What follows belongs to an exercise in optimizing a design on an open flow for small area; a production flow would make more cautious choices.
Function was checked by simulation only, so behaviour that the tests miss may differ from the original.
The clock cells of this run come from the design's own scripts or RTL, not from TritonCTS.
No driver is modelled on the clock port, so clock power and skew are understated where the tree is cut down; a real chip needs a root buffer or a tree.
No activity file was given, so power comes from the tool's default toggle rates.

==> flow/config.mk <==
export PLATFORM = sky130hd
export DESIGN_NAME = white_ball_motion
export DESIGN_NICKNAME = white_ball_motion
export VERILOG_FILES = /design/flow/design.v
export SDC_FILE = /design/flow/constraint.sdc
export NUM_CORES = 4
export LEC_CHECK = 0
export CAP_MARGIN = 20
export CORE_MARGIN = 2
export CORE_UTILIZATION = 40
export CTS_BUF_LIST = sky130_fd_sc_hd__clkbuf_4 sky130_fd_sc_hd__clkbuf_8
export PLACE_DENSITY = 0.8
export SLEW_MARGIN = 20
==> flow/constraint.sdc <==
create_clock -name core_clock -period 10.0 [get_ports {clk}]
set_input_delay 2.0000 -clock core_clock [delete_from_list [all_inputs] [get_ports {clk}]]
set_output_delay 2.0000 -clock core_clock [all_outputs]
set_load 0.01 [all_outputs]
==> flow/design.v <==
`default_nettype none
package ball_pkg;
	function automatic logic [18:0] wb_add18(input logic [17:0] a, input logic [17:0] b, input logic cin);
		logic c;
		c = cin;
		for (int i = 0; i < 18; i++) begin
			wb_add18[i] = a[i] ^ b[i] ^ c;
			c = (a[i] & b[i]) | (c & (a[i] ^ b[i]));
		end
		wb_add18[18] = c;
	endfunction
endpackage
`default_nettype wire
`timescale 1ns/10ps
`default_nettype none
module wb_axis #(
	parameter logic [17:0] START_RAW = 18'd0,
	parameter int          HIGH_EDGE = 0
) (
	input  logic        clk,
	input  logic        resetN,
	input  logic        pocket,
	input  logic        sof,
	input  logic        shot_valid,
	input  logic        slow_gift,
	input  logic        fast_gift,
	input  logic [12:0] shot,
	input  logic        dec,
	output logic [17:0] p_q,
	output logic [15:0] v_q
);
	logic [1:0]  blk_q;
	logic        s;
	logic        at_cushion, bounce;
	logic        stop_v;
	logic        fric;
	logic [15:0] r;
	logic [18:0] sum;
	logic [17:0] p_add;
	assign s = v_q[15];
	assign fric = sof & dec;
	assign at_cushion = ($signed(p_q) <= $signed(18'(30*64))) || ($signed(p_q) >= $signed(18'(HIGH_EDGE)));
	assign bounce = at_cushion && blk_q == 2'd0 && !pocket && !sof && !shot_valid && !slow_gift && !fast_gift;
	assign stop_v = (v_q[15:3] == 13'd0 && !(v_q[2] && v_q[1:0] != 2'd0)) || (v_q[15:2] == 14'h3fff);
	always_comb begin
		sum = ball_pkg::wb_add18({{2{s}}, v_q},
			{2'b00, {14{(fric & ~s) | bounce}}, (fric & s) | bounce, fric | bounce},
			!sof & slow_gift & s);
		r   = sum[15:0];
	end
	logic sel_r, sel_nr, sel_h, sel_f, sel_s;
	logic [15:0] v_next;
	assign sel_s  = !pocket && !sof && shot_valid;
	assign sel_h  = !pocket && !sof && !shot_valid && slow_gift;
	assign sel_f  = !pocket && !sof && !shot_valid && !slow_gift && fast_gift;
	assign sel_nr = bounce;
	assign sel_r  = !pocket && (sof ? !stop_v : (!shot_valid && !slow_gift && !fast_gift && !bounce));
	assign v_next = ({16{sel_r}} & r) | ({16{sel_nr}} & ~r) | ({16{sel_h}} & {r[15], r[15:1]}) |
	                ({16{sel_f}} & {v_q[14:0], 1'b0}) | ({16{sel_s}} & {{3{shot[12]}}, shot});
	assign p_add = ball_pkg::wb_add18(p_q, {{2{s}}, v_q} & {18{sof}}, 1'b0);
	always_ff @(posedge clk or negedge resetN) begin
		if (!resetN) begin
			p_q   <= START_RAW;
			v_q   <= '0;
			blk_q <= '0;
		end else begin
			if (pocket) begin
				p_q <= START_RAW;
			end else begin
				p_q <= p_add[17:0];
			end
			v_q <= v_next;
			if (bounce) blk_q <= 2'd1;
			else if (sof && blk_q != 2'd0) blk_q <= blk_q + 2'd1;
		end
	end
endmodule
module white_ball_motion (
	input  logic                     clk,
	input  logic                     resetN,
	input  logic                     start_of_frame,
	input  logic                     hit,
	input  logic                     can_cont,
	input  logic [11-1:0] cursor_x,
	input  logic [11-1:0] cursor_y,
	input  logic [4-1:0] power,
	input  logic                     pocket,
	input  logic                     fast_gift,
	input  logic                     slow_gift,
	output logic signed [12-1:0] pos_x,
	output logic signed [12-1:0] pos_y,
	output logic signed [16-1:0] speed_x,
	output logic signed [16-1:0] speed_y,
	output logic                     moving
);
	logic [17:0] px, py;
	logic [15:0] vx, vy;
	logic        req_level_q, req_q, shot_valid_q;
	logic        req_d;
	logic [12:0] xr_q, mr_n_q;  
	logic [3:0]  pow_n_q;       
	logic [18:0] dx_s, dy_s;
	logic [12:0] m_d;
	logic [3:0]  m_p;
	logic [12:0] row0, row1, row2, row3;
	logic [18:0] acc1, acc2, acc3;
	logic [12:0] prod;
	logic        ovf, pos_ovf, neg_ovf;
	logic [12:0] m_sat;
	assign req_d = hit & can_cont & ~req_level_q;
	assign dx_s = ~ball_pkg::wb_add18(~{{6{px[17]}}, px[17:6]}, {7'h00, cursor_x}, 1'b0);
	assign dy_s = ~ball_pkg::wb_add18(~{{6{py[17]}}, py[17:6]}, {7'h00, cursor_y}, 1'b0);
	assign m_d = ~mr_n_q;
	assign m_p = ~pow_n_q;
	assign row0 = m_d & {13{m_p[0]}};
	assign row1 = {m_d[11:0], 1'b0} & {13{m_p[1]}};
	assign row2 = {m_d[10:0], 2'b0} & {13{m_p[2]}};
	assign row3 = {m_d[9:0], 3'b0} & {13{m_p[3]}};
	assign acc1 = ball_pkg::wb_add18({5'd0, row0}, {5'd0, row1}, 1'b0);
	assign acc2 = ball_pkg::wb_add18({5'd0, acc1[12:0]}, {5'd0, row2}, 1'b0);
	assign acc3 = ball_pkg::wb_add18({5'd0, acc2[12:0]}, {5'd0, row3}, 1'b0);
	assign prod = acc3[12:0];
	assign ovf = (m_p[1] && m_d[12] != m_d[11]) ||
	             (m_p[2] && m_d[12:10] != {3{m_d[12]}}) ||
	             (m_p[3] && m_d[12:9] != {4{m_d[12]}}) ||
	             (row0[12] == row1[12] && acc1[12] != row0[12]) ||
	             (acc1[12] == row2[12] && acc2[12] != acc1[12]) ||
	             (acc2[12] == row3[12] && acc3[12] != acc2[12]);
	assign pos_ovf = !m_d[12] && ovf;
	assign neg_ovf = m_d[12] && (ovf || prod == 13'h1000);
	assign m_sat   = (pos_ovf || neg_ovf) ? {neg_ovf, {11{pos_ovf}}, 1'b1} : prod;
	always_ff @(posedge clk or negedge resetN) begin
		if (!resetN) begin
			req_level_q  <= 1'b0;
			req_q        <= 1'b0;
			shot_valid_q <= 1'b0;
		end else begin
			req_level_q  <= hit & can_cont;
			req_q        <= req_d;
			shot_valid_q <= req_q;
		end
	end
	always_ff @(posedge clk) begin
		xr_q <= req_q ? m_sat : dx_s[12:0];
		mr_n_q <= ~(req_q ? xr_q : dy_s[12:0]);
		if (req_d) pow_n_q <= ~power;
	end
	logic        sx, same;
	logic [18:0] t;
	logic        t_neg, t_zero;
	logic        dec_x, dec_y, dec_x_q, dec_y_q;
	assign sx     = vx[15];
	assign same   = vx[15] ~^ vy[15];
	assign t      = ball_pkg::wb_add18({3'b000, vx[14:0]}, {3'b000, vy[14:0] ^ {15{same}}}, same);
	assign t_neg  = !t[15];
	assign t_zero = t[15] && t[14:0] == 15'd0;
	assign dec_x  = sx ? (t_neg || t_zero) : !t_neg;
	assign dec_y  = sx ? !t_neg : (t_neg || t_zero);
	wb_axis #(
		.START_RAW (18'(280 * 64)),
		.HIGH_EDGE ((639 - 62) * 64)
	) u_x (
		.clk (clk), .resetN (resetN), .pocket (pocket), .sof (start_of_frame),
		.shot_valid (shot_valid_q), .slow_gift (slow_gift), .fast_gift (fast_gift),
		.shot (m_sat), .dec (dec_x_q), .p_q (px), .v_q (vx)
	);
	wb_axis #(
		.START_RAW (18'(185 * 64)),
		.HIGH_EDGE ((479 - 62) * 64)
	) u_y (
		.clk (clk), .resetN (resetN), .pocket (pocket), .sof (start_of_frame),
		.shot_valid (shot_valid_q), .slow_gift (slow_gift), .fast_gift (fast_gift),
		.shot (xr_q), .dec (dec_y_q), .p_q (py), .v_q (vy)
	);
	always_ff @(posedge clk or negedge resetN) begin
		if (!resetN) begin
			speed_x <= '0;
			speed_y <= '0;
			dec_x_q <= 1'b1;
			dec_y_q <= 1'b1;
		end else begin
			speed_x <= vx;
			speed_y <= vy;
			dec_x_q <= dec_x;
			dec_y_q <= dec_y;
		end
	end
	assign pos_x  = px[17:6];
	assign pos_y  = py[17:6];
	assign moving = |{speed_x, speed_y};
endmodule
`default_nettype wire
==> flow/flow/run.sh <==
#!/bin/bash
# Own layout flow: the standard ORFS flow with
#  - no ABC pass inside yosys synth before the adder extraction, and an
#    area-oriented ABC script for the combinational mapping (registers
#    are untouched: same synthesis script, same flops and names),
#  - the smallest buffer for the port buffers,
#  - a small hand-built clock tree (flow/mytree.tcl): one root buffer and
#    eight leaf buffers, balanced by construction.
set -euo pipefail
here=$(pwd)
rm -rf "$here/abc_scripts"
cp -r "$FLOW_HOME/scripts" "$here/abc_scripts"
cp "$here/flow/abc_area.script" "$here/abc_scripts/abc_area.script"
bash standard.sh SCRIPTS_DIR="$here/abc_scripts" ABC_AREA=1 SYNTH_ARGS=-noabc synth > "$here/synth.log" 2>&1
bash standard.sh \
  'BUFFER_PORTS_ARGS=-buffer_cell sky130_fd_sc_hd__buf_1' \
  "PRE_CTS_TCL=$here/flow/mytree.tcl" \
  finish > "$here/layout.log" 2>&1
==> flow/flow/abc_area.script <==
strash
&get -n
&deepsyn -T 60
&put
dch -f
amap
topo
==> flow/flow/mytree.tcl <==
# Used as PRE_CTS_TCL by run.sh.
# Manual clock tree: one root buffer driving 2^WB_CLK_LEVELS leaf buffers,
# each leaf driving the flops of one region (median splits, x then y).
proc wb_build_clock_tree {wb_levels wb_leaf wb_root} {
  set block [ord::get_db_block]
  set db [ord::get_db]
  set clknet [[$block findBTerm clk] getNet]
  set sinks {}
  foreach it [$clknet getITerms] {
    set inst [$it getInst]
    set loc [$inst getLocation]
    lappend sinks [list $it [lindex $loc 0] [lindex $loc 1]]
  }
  set n [llength $sinks]
  # split at the median, alternating x and y, WB_CLK_LEVELS times
  set groups [list $sinks]
  for {set l 0} {$l < $wb_levels} {incr l} {
    set idx [expr {$l % 2 == 0 ? 1 : 2}]
    set next {}
    foreach g $groups {
      set s [lsort -integer -index $idx $g]
      set h [expr {[llength $s] / 2}]
      lappend next [lrange $s 0 [expr {$h - 1}]] [lrange $s $h end]
    }
    set groups $next
  }
  set leafm [$db findMaster $wb_leaf]
  set rootm [$db findMaster $wb_root]
  set root [odb::dbInst_create $block $rootm "wb_clk_root"]
  set rootnet [odb::dbNet_create $block "wb_clk_root_net"]
  $rootnet setSigType CLOCK
  [$root findITerm A] connect $clknet
  [$root findITerm X] connect $rootnet
  set sx 0; set sy 0
  set i 0
  foreach g $groups {
    set leaf [odb::dbInst_create $block $leafm "wb_clk_leaf_$i"]
    set net [odb::dbNet_create $block "wb_clk_leaf_net_$i"]
    $net setSigType CLOCK
    [$leaf findITerm A] connect $rootnet
    [$leaf findITerm X] connect $net
    set gx 0; set gy 0
    foreach s $g {
      set it [lindex $s 0]
      $it disconnect
      $it connect $net
      incr gx [lindex $s 1]; incr gy [lindex $s 2]
    }
    set gx [expr {$gx / [llength $g]}]; set gy [expr {$gy / [llength $g]}]
    $leaf setLocation $gx $gy
    $leaf setPlacementStatus PLACED
    incr sx $gx; incr sy $gy
    incr i
  }
  $root setLocation [expr {$sx / $i}] [expr {$sy / $i}]
  $root setPlacementStatus PLACED
  puts "wb clock tree: $n sinks, $i leaves"
}

# upsize each leaf buffer whose output slew, estimated from the placement,
# is above max_slew (ns)
proc wb_upsize_slow_leaves {big max_slew} {
  set db [ord::get_db]
  set block [ord::get_db_block]
  set bigm [$db findMaster $big]
  set_propagated_clock [all_clocks]
  estimate_parasitics -placement
  foreach inst [$block getInsts] {
    if {![string match "wb_clk_leaf_*" [$inst getName]]} { continue }
    set s [get_property [get_pins [$inst getName]/X] slew_max_rise]
    if {$s > $max_slew} {
      $inst swapMaster $bigm
      puts "wb clock tree: [$inst getName] slew $s, upsized to $big"
    }
  }
}
wb_build_clock_tree 3 sky130_fd_sc_hd__clkbuf_8 sky130_fd_sc_hd__clkbuf_8
wb_upsize_slow_leaves sky130_fd_sc_hd__clkbuf_16 0.112

# the tree is built: the flow's clock_tree_synthesis call only marks the
# clock as propagated, as clock_tree_synthesis itself does
rename clock_tree_synthesis wb_unused_clock_tree_synthesis
proc clock_tree_synthesis {args} {
  set_propagated_clock [all_clocks]
}
==> flow/standard.sh <==
#!/bin/bash
# synth_recipe.tcl (not shown) runs the flow's synth.tcl, then flattens the netlist and writes it again
# the make line also repeats each setting of config.mk as NAME=value (left out here)
make -C /OpenROAD-flow-scripts/flow DESIGN_CONFIG=/design/flow/config.mk WORK_HOME=/design/flow/orfs CLKGATE_MAP_FILE= SYNTH_SCRIPT=/design/flow/synth_recipe.tcl "${@:-finish}"
==> results.txt <==
## registers in the layout, summed over array words and instances (netlist names), 4 cells and up
register / flops
u_x.p_q: 18
u_y.p_q: 18
speed_x: 16
speed_y: 16
u_x.v_q: 16
u_y.v_q: 16
mr_n_q: 13
xr_q: 13
pow_n_q: 4
## layout make-up
type                       count  share of cell area
timing repair buffer         112             0.05237
buffer                         9             0.01737
inverter                     106             0.04144
multi-input combinational    544              0.5051
sequential                   139              0.3477
tap                          280             0.03603
## power by group through the flow
stage / clock (mW) / combinational [mW] / sequential, mW
after floorplan: 0 / 1.20 / 0.998
after global placement: 0 / 1.62 / 1.08
after detailed placement: 0 / 1.70 / 1.09
final: 0.300 / 1.72 / 1.08
after global routing: 0.323 / 1.96 / 1.11
after CTS: 0.303 / 1.71 / 1.08
## logic make-up (layout without fill, tap and decap cells)
family / after synthesis / count (layout) / synth area share
buffers and inverters: 130 / 227 / 0.06524
DFF: 139 / 139 / 0.3816
adders and majority gates: 135 / 135 / 0.2957
and+or+nand+nor: 252 / 252 / 0.1344
AOI/OAI and AO/OA: 157 / 157 / 0.1230
## worst register-to-register path, delay by kind of cell (launching register included)
family          cells  cell delay [ns]
fa+ha+maj          15             6.39
compound gates      8             1.70
simple gates        3             0.55
flops               1             0.47
buf+inv             2             0.18
## worst max path at each step
stage / start / end / slack (ns) / cells after the start
2_1_floorplan: start_of_frame / u_y.v_q[15]$_DFF_PN0_ / 0.12 / 25
3_3_place_gp: pocket / u_x.v_q[15]$_DFF_PN0_ / -0.06 / 29
3_5_place_dp: pocket / u_x.v_q[14]$_DFF_PN0_ / -0.24 / 26
4_1_cts: pocket / u_x.v_q[14]$_DFF_PN0_ / 0.24 / 26
5_1_grt: start_of_frame / u_x.v_q[15]$_DFF_PN0_ / 0.04 / 29
6_report: start_of_frame / u_x.v_q[15]$_DFF_PN0_ / 0.43 / 29
## cells in the mapped netlist (2+ instances only)
master | instances | area [µm²]
fa_1 | 124 | 2482
nor2_1 | 112 | 420.4
clkinv_1 | 106 | 397.9
dfrtp_1 | 99 | 2477
o22ai_1 | 41 | 256.5
nand2_1 | 34 | 127.6
o21ai_0 | 34 | 170.2
nor2b_1 | 29 | 181.4
dfxtp_1 | 26 | 520.5
buf_4 | 24 | 180.2
nor4_1 | 20 | 125.1
o221ai_1 | 19 | 166.4
a21oi_1 | 17 | 85.08
a222oi_1 | 15 | 150.1
nor3_1 | 15 | 75.07
or2_0 | 15 | 93.84
ha_1 | 11 | 137.6
dfstp_2 | 10 | 262.8
nand4_1 | 10 | 62.56
a221oi_1 | 7 | 61.31
nand3_1 | 7 | 35.03
or4_1 | 6 | 45.04
edfxtp_1 | 4 | 120.1
a211oi_1 | 3 | 22.52
o211ai_1 | 3 | 22.52
or3_1 | 3 | 18.77
a22o_1 | 2 | 17.52
a32oi_1 | 2 | 17.52
o21a_1 | 2 | 15.01
o41ai_1 | 2 | 17.52
## repair_timing
action	4_1_cts	5_1_grt
setup endpoints to repair	0	5
hold buffers	0	0
resized for setup	0	5
## layer usage
layer | track usage | share of wire | wire length [µm] | vias to the layer above
met5 | 0 | 0 | 0 | -
li1 | - | - | - | 2994
met3 | 0.04168 | 0.093 | 2220 | 60
met2 | 0.3237 | 0.45 | 10750 | 351
met1 | 0.3048 | 0.42 | 10030 | 3370
met4 | 0.05379 | 0.035 | 826 | 0
==> metrics.cfg <==
[flow_run]
max_cap_viol_count = 0

[routing]
vias = 6775
avgRoutedWirePerCell_um = 20.03
drc = 0
first_pass_iters = 7
ant_nets = 0
vias_per_cell = 5.693
drtIter0Drc = 588
drt_wl_total_um = 23830

[logic_synthesis]
synthArstFlopShare = 0.7842
yosysWarnings = 3
ys.flop_type = dfrtp_1
syn_avg_cell_area_um2 = 10.90
post_synth_instance_area_um2 = 8860
synth.distinct_cells = 41
synth_edf_count = 4
syn-instance-count = 813
yosysSeqAreaShare = 0.3816
ys_seq_elements = 139
syn_nets = 982

[worst_setup_path]
crit_family = adder cells
arrival_ns = 9.87
path_buf_inv = 5
path_max_fanout = 2
r2r_cells = 28
worstSetupPathType = in2reg
r2r_setup_slack_ns = 0.55
timing.rr.start = u_x.p_q[8]$_DFF_PN0_
path_common_cell = fa_1
setup.worst_path.end_class = register
required_ns = 10.30
cp-start-kind = input pin
slowest_delay_ns = 0.46
slowest_stage = fa_1
timing.rr.end = u_x.v_q[15]$_DFF_PN0_

[clock_tree]
path_clk_slew_ns = 0.10
clk_latency_ns = 0.45
post-cts-setup-buffers = 0

[power]
netSwitchingFraction = 0.4782
p_int_mw = 1.618
p_leak_nw = 4.128
p_comb_frac = 0.555
p_total_mw = 3.101
ir_worst_vdd_mv = 0.1539
clkPwrFrac = 0.097
power_density_nw_per_um2 = 319.0
pwr-share-seq = 0.349
p_sw_mw = 1.483

[global_route]
antenna_found_initial = 0
grt_overflow = 0
grt_usage = 0.2092
first_global_vias = 6896
grt_max_degree = 66
grt_pass1_wl_um = 39040

[status]
status = complete, no violations

[layout]
diodes = 0
final_common_cell = fa_1
area_growth_pct = 9.744
fin_nets = 1081
nFillCells = 2043
multi_input_comb_area_um2 = 4911
fin_area_um2 = 9723
mostFrequentLayoutCells = fa_1, nor2_1, clkinv_1
final_core_util = 0.4469
seq_area_um2 = 3381
layout-drive-gt1-share = 0.05385
finalNonFillerCells = 1190

[sta]
timing.fmax_mhz = 104.5
rsz0062_at_grt = false
slew_headroom = 0.4081
finalMaxSlewViolations = 0
skew_ns = 0.02834
finalCritPeriodShare = 0.9569
tightest_slew_ns = 0.8764
finalWorstSetupSlack_ns = 0.4311
setup_violations = 0
hold_viol = 0
tns_ns = 0
holdWs_ns = 0.4619
layout_min_cycle_time_ns = 9.569

[floorplan]
die_height_um = 152.8
start_util = 0.4072
dieArea_um2 = 23360
io_pins = 91
core-area_um2 = 21760
rows = 54
die_x_um = 152.8

[placement]
place_area_um2 = 9545
dp.cells = 1181
dp_hpwl_um = 18910
port_buffers = 90
place_ws_ns = -0.2437
place.gp.congestion = 0.9881

[hold_path]
hp-start = xr_q[1]$_DFF_P_
hold_depth = 1
min_to = mr_n_q[1]$_DFF_P_
hp-class = reg2reg

[afterwards: timing with drivers on the ports]
Ports are ideal in the flow. The routed layout listed here was re-timed in OpenROAD. Step 1: set_driving_cell puts a clkbuf_16 on clk and a buf_2 on each other input, an assumption about the parent block. Step 2 times the ports against the registers' clock, not the clock port: input delays grow and output delays shrink by t, the midpoint of the rising clock arrivals with the driver on. Three values: no drivers, after step 1, after step 2; two values: the first two.
t (ns): 0.477
setup WS [ns]: 0.431 / 0.446 / -0.031
clock arrival spread, ns: 0.030 / 0.031
worst slew at a driven data input, ns: 0.03
pins driven straight from the clock port: 1
With both steps, setup timing fails in this run, where it was met with ideal ports. The setup slack of this run moves by +0.015 ns with the drivers and by -0.462 ns with both steps.
